What follows belongs to an exercise in optimizing a design on an open flow for small area and a short achievable clock period; a production flow would make more cautious choices.
Function was checked by simulation only, so behaviour that the tests miss may differ from the original.
Power is estimated from default activity; no workload was simulated.

==> flow/design.v <==
`default_nettype none
module rv_dmem (
    input  logic        clk_in,
    input  logic        rst_in,
    input  logic [31:0] dm_addr,
    input  logic [31:0] dm_data_out,
    input  logic [3:0]  dm_wr_mask,
    input  logic        dm_wr_req,
    output logic [31:0] dm_data_in,
    output logic        dm_ready,
    output logic        err_mask,
    output logic        err_range
);
    localparam int MEM_DEPTH = 64;
    logic [5:0]  r_clr_idx;
    logic        r_clear;         
    logic [31:0] r_mem [MEM_DEPTH];
    logic        w_in_range;
    logic        w_mask_legal;
    logic        w_mask_zero;
    logic        w_clear;
    logic        w_wr_ok;
    logic        w_rd_ok;
    logic [7:0]  w_dhi;           
    logic [7:0]  w_dlo;           
    logic [3:0]  w_lane_wr;       
    logic [7:0]  w_npa [4];       
    logic [7:0]  w_npb;           
    logic [MEM_DEPTH-1:0] w_rsel;
    logic [31:0] w_wdata;
    logic [31:0] w_rdata;
    logic        w_unused;
    assign w_unused    = ^dm_addr[1:0];
    logic [5:0] w_z4;             
    logic [1:0] w_hi_n;           
    generate
        for (genvar g = 0; g < 6; g++) begin : g_z4
            rv_dmem_g_nor4 u_z (.a(dm_addr[8+4*g]), .b(dm_addr[9+4*g]), .c(dm_addr[10+4*g]),
                                .d(dm_addr[11+4*g]), .y(w_z4[g]));
        end
        for (genvar h = 0; h < 2; h++) begin : g_hi
            rv_dmem_g_nand3 u_h (.a(w_z4[3*h]), .b(w_z4[3*h+1]), .c(w_z4[3*h+2]),
                                 .y(w_hi_n[h]));
        end
    endgenerate
    rv_dmem_g_nor2 u_in_range (.a(w_hi_n[0]), .b(w_hi_n[1]), .y(w_in_range));
    assign w_mask_zero = (dm_wr_mask == 4'b0000);
    always_comb begin
        case (dm_wr_mask)
            4'b0001, 4'b0010, 4'b0100, 4'b1000,
            4'b0011, 4'b1100, 4'b1111: w_mask_legal = 1'b1;
            default:                   w_mask_legal = 1'b0;
        endcase
    end
    assign w_clear = r_clear;
    assign w_wr_ok = ~rst_in & dm_wr_req & w_mask_legal;
    assign w_rd_ok = ~rst_in & ~r_clear & ~dm_wr_req & w_in_range;
    logic w_run;                  
    assign w_run = ~r_clear;
    generate
        for (genvar b = 0; b < 32; b++) begin : g_wd
            rv_dmem_g_and2 u_wd (.a(dm_data_out[b]), .b(w_run), .y(w_wdata[b]));
        end
    endgenerate
    rv_dmem_g_dec3 u_dhi (.a(dm_addr[7:5]), .y(w_dhi));
    rv_dmem_g_dec3 u_dlo (.a(dm_addr[4:2]), .y(w_dlo));
    always_comb begin
        for (int l = 0; l < 4; l++)
            w_lane_wr[l] = w_wr_ok & dm_wr_mask[l] & w_z4[3] & w_z4[4] & w_z4[5];
    end
    generate
        for (genvar j = 0; j < 8; j++) begin : g_pre
            rv_dmem_g_aoi41 u_npb (.a({w_dlo[j], w_z4[2:0]}), .b(w_clear), .y(w_npb[j]));
            for (genvar l = 0; l < 4; l++) begin : g_lane
                rv_dmem_g_aoi21 u_npa (.a0(w_dhi[j]), .a1(w_lane_wr[l]), .b(w_clear),
                                       .y(w_npa[l][j]));
            end
        end
        for (genvar i = 0; i < MEM_DEPTH; i++) begin : g_rsel
            rv_dmem_g_and2 u_rsel (.a(w_dhi[i / 8]), .b(w_dlo[i % 8]), .y(w_rsel[i]));
        end
    endgenerate
    generate
        for (genvar i = 0; i < MEM_DEPTH; i++) begin : g_word
            for (genvar l = 0; l < 4; l++) begin : g_lane
                logic w_en;
                rv_dmem_g_nor2 u_en (.a(w_npa[l][i / 8]), .b(w_npb[i % 8]), .y(w_en));
                always_ff @(posedge clk_in) begin
                    if (w_en)
                        r_mem[i][8*l +: 8] <= w_wdata[8*l +: 8];
                end
            end
        end
    endgenerate
    generate
        for (genvar b = 0; b < 32; b++) begin : g_bit
            logic [63:0] w_t_n;
            logic [15:0] w_u;
            logic [7:0]  w_v_n;
            logic [1:0]  w_w;
            for (genvar i = 0; i < MEM_DEPTH; i++) begin : g_t
                rv_dmem_g_nand2 u_t (.a(w_rsel[i]), .b(r_mem[i][b]), .y(w_t_n[i]));
            end
            for (genvar g = 0; g < 16; g++) begin : g_n4
                rv_dmem_g_nand4 u_u (.a(w_t_n[4*g]), .b(w_t_n[4*g+1]), .c(w_t_n[4*g+2]),
                                     .d(w_t_n[4*g+3]), .y(w_u[g]));
            end
            for (genvar g = 0; g < 8; g++) begin : g_r2
                rv_dmem_g_nor2 u_v (.a(w_u[2*g]), .b(w_u[2*g+1]), .y(w_v_n[g]));
            end
            for (genvar g = 0; g < 2; g++) begin : g_w4
                rv_dmem_g_nand4 u_w (.a(w_v_n[4*g]), .b(w_v_n[4*g+1]), .c(w_v_n[4*g+2]),
                                     .d(w_v_n[4*g+3]), .y(w_w[g]));
            end
            rv_dmem_g_oa21 u_o (.a0(w_w[0]), .a1(w_w[1]), .b(w_rd_ok), .y(w_rdata[b]));
        end
    endgenerate
    always_ff @(posedge clk_in) begin
        if (rst_in) begin
            r_clr_idx <= '0;
            r_clear   <= 1'b1;
            dm_ready  <= 1'b0;
            err_mask  <= 1'b0;
            err_range <= 1'b0;
        end else begin
            r_clr_idx <= r_clr_idx + 1'b1;
            if (r_clr_idx == 6'd63) begin
                r_clear  <= 1'b0;
                dm_ready <= 1'b1;
            end
            if (!r_clear) begin
                if (!w_in_range)
                    err_range <= 1'b1;
                if (dm_wr_req && !w_mask_legal && !w_mask_zero)
                    err_mask <= 1'b1;
            end
        end
    end
    always_ff @(posedge clk_in) begin
        dm_data_in <= w_rdata;
    end
endmodule
module rv_dmem_g_nand4 (
    input  logic a, b, c, d,
    output logic y
);
    assign y = ~(a & b & c & d);
endmodule
module rv_dmem_g_nand2 (
    input  logic a, b,
    output logic y
);
    assign y = ~(a & b);
endmodule
module rv_dmem_g_aoi21 (
    input  logic a0, a1, b,
    output logic y
);
    assign y = ~((a0 & a1) | b);
endmodule
module rv_dmem_g_and2 (
    input  logic a, b,
    output logic y
);
    assign y = a & b;
endmodule
module rv_dmem_g_dec3 (
    input  logic [2:0] a,
    output logic [7:0] y
);
    always_comb begin
        for (int k = 0; k < 8; k++)
            y[k] = (a == 3'(k));
    end
endmodule
module rv_dmem_g_nor4 (
    input  logic a, b, c, d,
    output logic y
);
    assign y = ~(a | b | c | d);
endmodule
module rv_dmem_g_oa21 (
    input  logic a0, a1, b,
    output logic y
);
    assign y = (a0 | a1) & b;
endmodule
module rv_dmem_g_aoi41 (
    input  logic [3:0] a,
    input  logic       b,
    output logic       y
);
    assign y = ~((&a) | b);
endmodule
module rv_dmem_g_nand3 (
    input  logic a, b, c,
    output logic y
);
    assign y = ~(a & b & c);
endmodule
module rv_dmem_g_nor2 (
    input  logic a, b,
    output logic y
);
    assign y = ~(a | b);
endmodule
`default_nettype wire
clock: 3.6 ns
lec_check: 0
cap_margin: 20
core_margin: 2
core_utilization: 60
cts_cluster_diameter: 80
cts_cluster_size: 24
gpl_timing_driven: 0
setup_slack_margin: 1.6
slew_margin: 20
synth_hierarchical: 1
synth_minimum_keep_size: 0
run.sh (not shown) runs the stock make flow with config.mk's settings and CLKGATE_MAP_FILE= SYNTH_SCRIPT=/design/flow/synth_recipe.tcl, a recipe that flattens the netlist after the stock synthesis.
Change:
--- a/flow/config.mk
+++ b/flow/config.mk
@@ -11,6 +11,6 @@
 export CTS_CLUSTER_DIAMETER = 80
 export CTS_CLUSTER_SIZE = 24
-export GPL_TIMING_DRIVEN = 0
-export SETUP_SLACK_MARGIN = 1.6
+export GPL_TIMING_DRIVEN = 1
+export SETUP_SLACK_MARGIN = 1.7
 export SLEW_MARGIN = 20
 export SYNTH_HIERARCHICAL = 1
After rerunning: The changed run passed the timing, DRC and antenna checks. Wire length stays flat. Synthesized cell count stays the same. Die area does not change.

build 74:
RTL: the design.v shown in full above, as it stands there.
make LEC_CHECK=0 CAP_MARGIN=20 CORE_MARGIN=2 CORE_UTILIZATION=60 CTS_CLUSTER_DIAMETER=80 CTS_CLUSTER_SIZE=24 GPL_TIMING_DRIVEN=1 SETUP_SLACK_MARGIN=1.6 SLEW_MARGIN=20 SYNTH_HIERARCHICAL=1 SYNTH_MINIMUM_KEEP_SIZE=0 finish   # period 3.6 ns
Input-level comparison between build 76 and build 74:
- swapping 24 for 28 in CTS_CLUSTER_SIZE
- swapping 80 for 90 in CTS_CLUSTER_DIAMETER
[summary]
Build 76 completed; timing, DRC and antenna clean
Build 76 gives less count of buffers not belonging to the clock network in the layout than build 74 did.
Comparing build 76 and build 74, via count is lower on build 76.
Diff build 76..build 74 | horizontal extent of the die | unchanged
Relative to build 74, total wirelength of the detailed-routed design has gone down in build 76.
From build 74 to build 76 the numbers moved as follows: number of nets in the layout held; number of failing setup endpoints in the final timing report about even; maximum frequency closely matched the old numbers.
Edits applied to the flow inputs when going from build 76 to build 9:
- CTS_CLUSTER_SIZE changed from 28 to 24
- CTS_CLUSTER_DIAMETER changed from 90 to 80
- SETUP_SLACK_MARGIN changed from 1.6 to 1.5
Findings:
- Sort build 76 and build 9 by core utilization desc -> top: build 76
- On build 9: global-route usage is 0.38 points lower than what build 76 gave.
- Diff build 76 -> build 9: estimated wirelength of the detail-placed design barely changed; fmax dropped 0.018 GHz.
Inputs modified between build 9 and build 45:
- a change of SETUP_SLACK_MARGIN from 1.5 to 1.6
- a change of CORE_UTILIZATION from 60 to 66
[summary]
Both conditions hold for build 45: the flow ran to the end and the final layout passed the timing, DRC and antenna checks. Taking build 9 as the reference, in build 45 total length of routed wires rose by about 1.2%; slew at the pin closest to its max-slew limit fell by 0.11 ns; final design area excluding fillers rose by about 0.55%; post-route minimum period rose by 0.084 ns. Of build 45 and build 9, the run reporting the lower final clock period utilization by the worst path was build 9. Via count of the routed design: higher on build 45. Global-route usage in build 45 is 3.5 points above build 9.

## zinc
rv_dmem, a different RTL version from the one above (not shown whole).
Size: roughly 5300 cells after synthesis, ~2100 flip-flops, about 110 I/O pins, roughly 78000 µm² of cells after synthesis.
make LEC_CHECK=0 CAP_MARGIN=20 CORE_MARGIN=2 CORE_UTILIZATION=60 CTS_CLUSTER_DIAMETER=100 CTS_CLUSTER_SIZE=30 GPL_TIMING_DRIVEN=1 SETUP_SLACK_MARGIN=1.6 SLEW_MARGIN=20 SYNTH_HIERARCHICAL=1 SYNTH_MINIMUM_KEEP_SIZE=0 finish   # period 3.6 ns
zinc: done, clean on timing, DRC and antenna
Setup changes, zinc to quartz
-- flow/config.mk --
<<< zinc, line 10
export CORE_UTILIZATION = 60
export CTS_CLUSTER_DIAMETER = 100
export CTS_CLUSTER_SIZE = 30
>>> quartz, line 10
export CORE_UTILIZATION = 57
export CTS_CLUSTER_DIAMETER = 80
export CTS_CLUSTER_SIZE = 24
Notes after the runs:
- In quartz relative to zinc, clock-buffer cell count had gone up by more than a quarter.
- Between zinc and quartz, the flow reports floorplan die height increasing by a few percent.
- Between zinc and quartz, the max-capacitance violation count does not differ in any meaningful way.
- Compare quartz and zinc | total via count in the routed design higher: zinc
- Run comparison: zinc most common cell after layout, fill and taps aside sky130_fd_sc_hd__edfxtp_1; quartz most common cell after layout, fill and taps aside sky130_fd_sc_hd__nand2_1
- quartz against zinc: total clock buffers created by CTS has increased; wire length reported by the detailed router fell by about 1.8%; via count of the first global-routing pass now sits at about the same level.
- The area of the die number comes out lower for zinc vs quartz.
[inputs] juniper vs quartz
-- flow/config.mk --
<<< quartz, line 10
export CORE_UTILIZATION = 57
>>> juniper, line 10
export CORE_UTILIZATION = 60
==> summary.txt <==
juniper ends up with a critical path depth that is 1 lower than in quartz.
The die of juniper is smaller than the one used in quartz.
juniper has count of placed standard cells including taps below what quartz had.
Logic gate share of total power delta (juniper -> quartz): insignificant
The average wire per cell in the routed design of juniper is higher than that of quartz.
For the power share of the clock group, juniper came in 0.4 points lower than quartz did.

[port drivers added, routing unchanged]
No port has a modelled driver above. Below, the same layouts with a new extraction and two added sets of constraints.
Step 1 assumes that a clkbuf_16 drives the clock port and a buf_2 every other input.
Step 2 times the ports against the registers' clock, not the clock port: input delays grow and output delays shrink by t, the midpoint of the rising clock arrivals with the driver on.
a / b / c = no drivers / after step 1 / after step 2; a / b = the first two.
run	shift t [ns]	setup WS [ns]	worst slew at a driven data input, ns
the first run of note 1	0.830	1.335 / 1.171 / 0.342	0.29
the second run of note 1	0.822	1.415 / 1.400 / 0.578	0.21
build 74	0.822	1.510 / 1.451 / 0.629	0.18
build 76	0.819	1.515 / 1.429 / 0.639	0.17
build 9	0.822	1.435 / 1.386 / 0.565	0.18
build 45	0.806	1.351 / 1.313 / 0.507	0.19
zinc	0.794	1.504 / 1.532 / 0.738	0.11
quartz	0.812	1.534 / 1.512 / 0.767	0.07
juniper	0.802	1.580 / 1.551 / 0.749	0.13
After both steps every run listed still meets setup and hold. For the first run of note 1, which loses most, drivers alone change the setup slack by -0.164 ns; drivers and shift together by -0.993 ns.
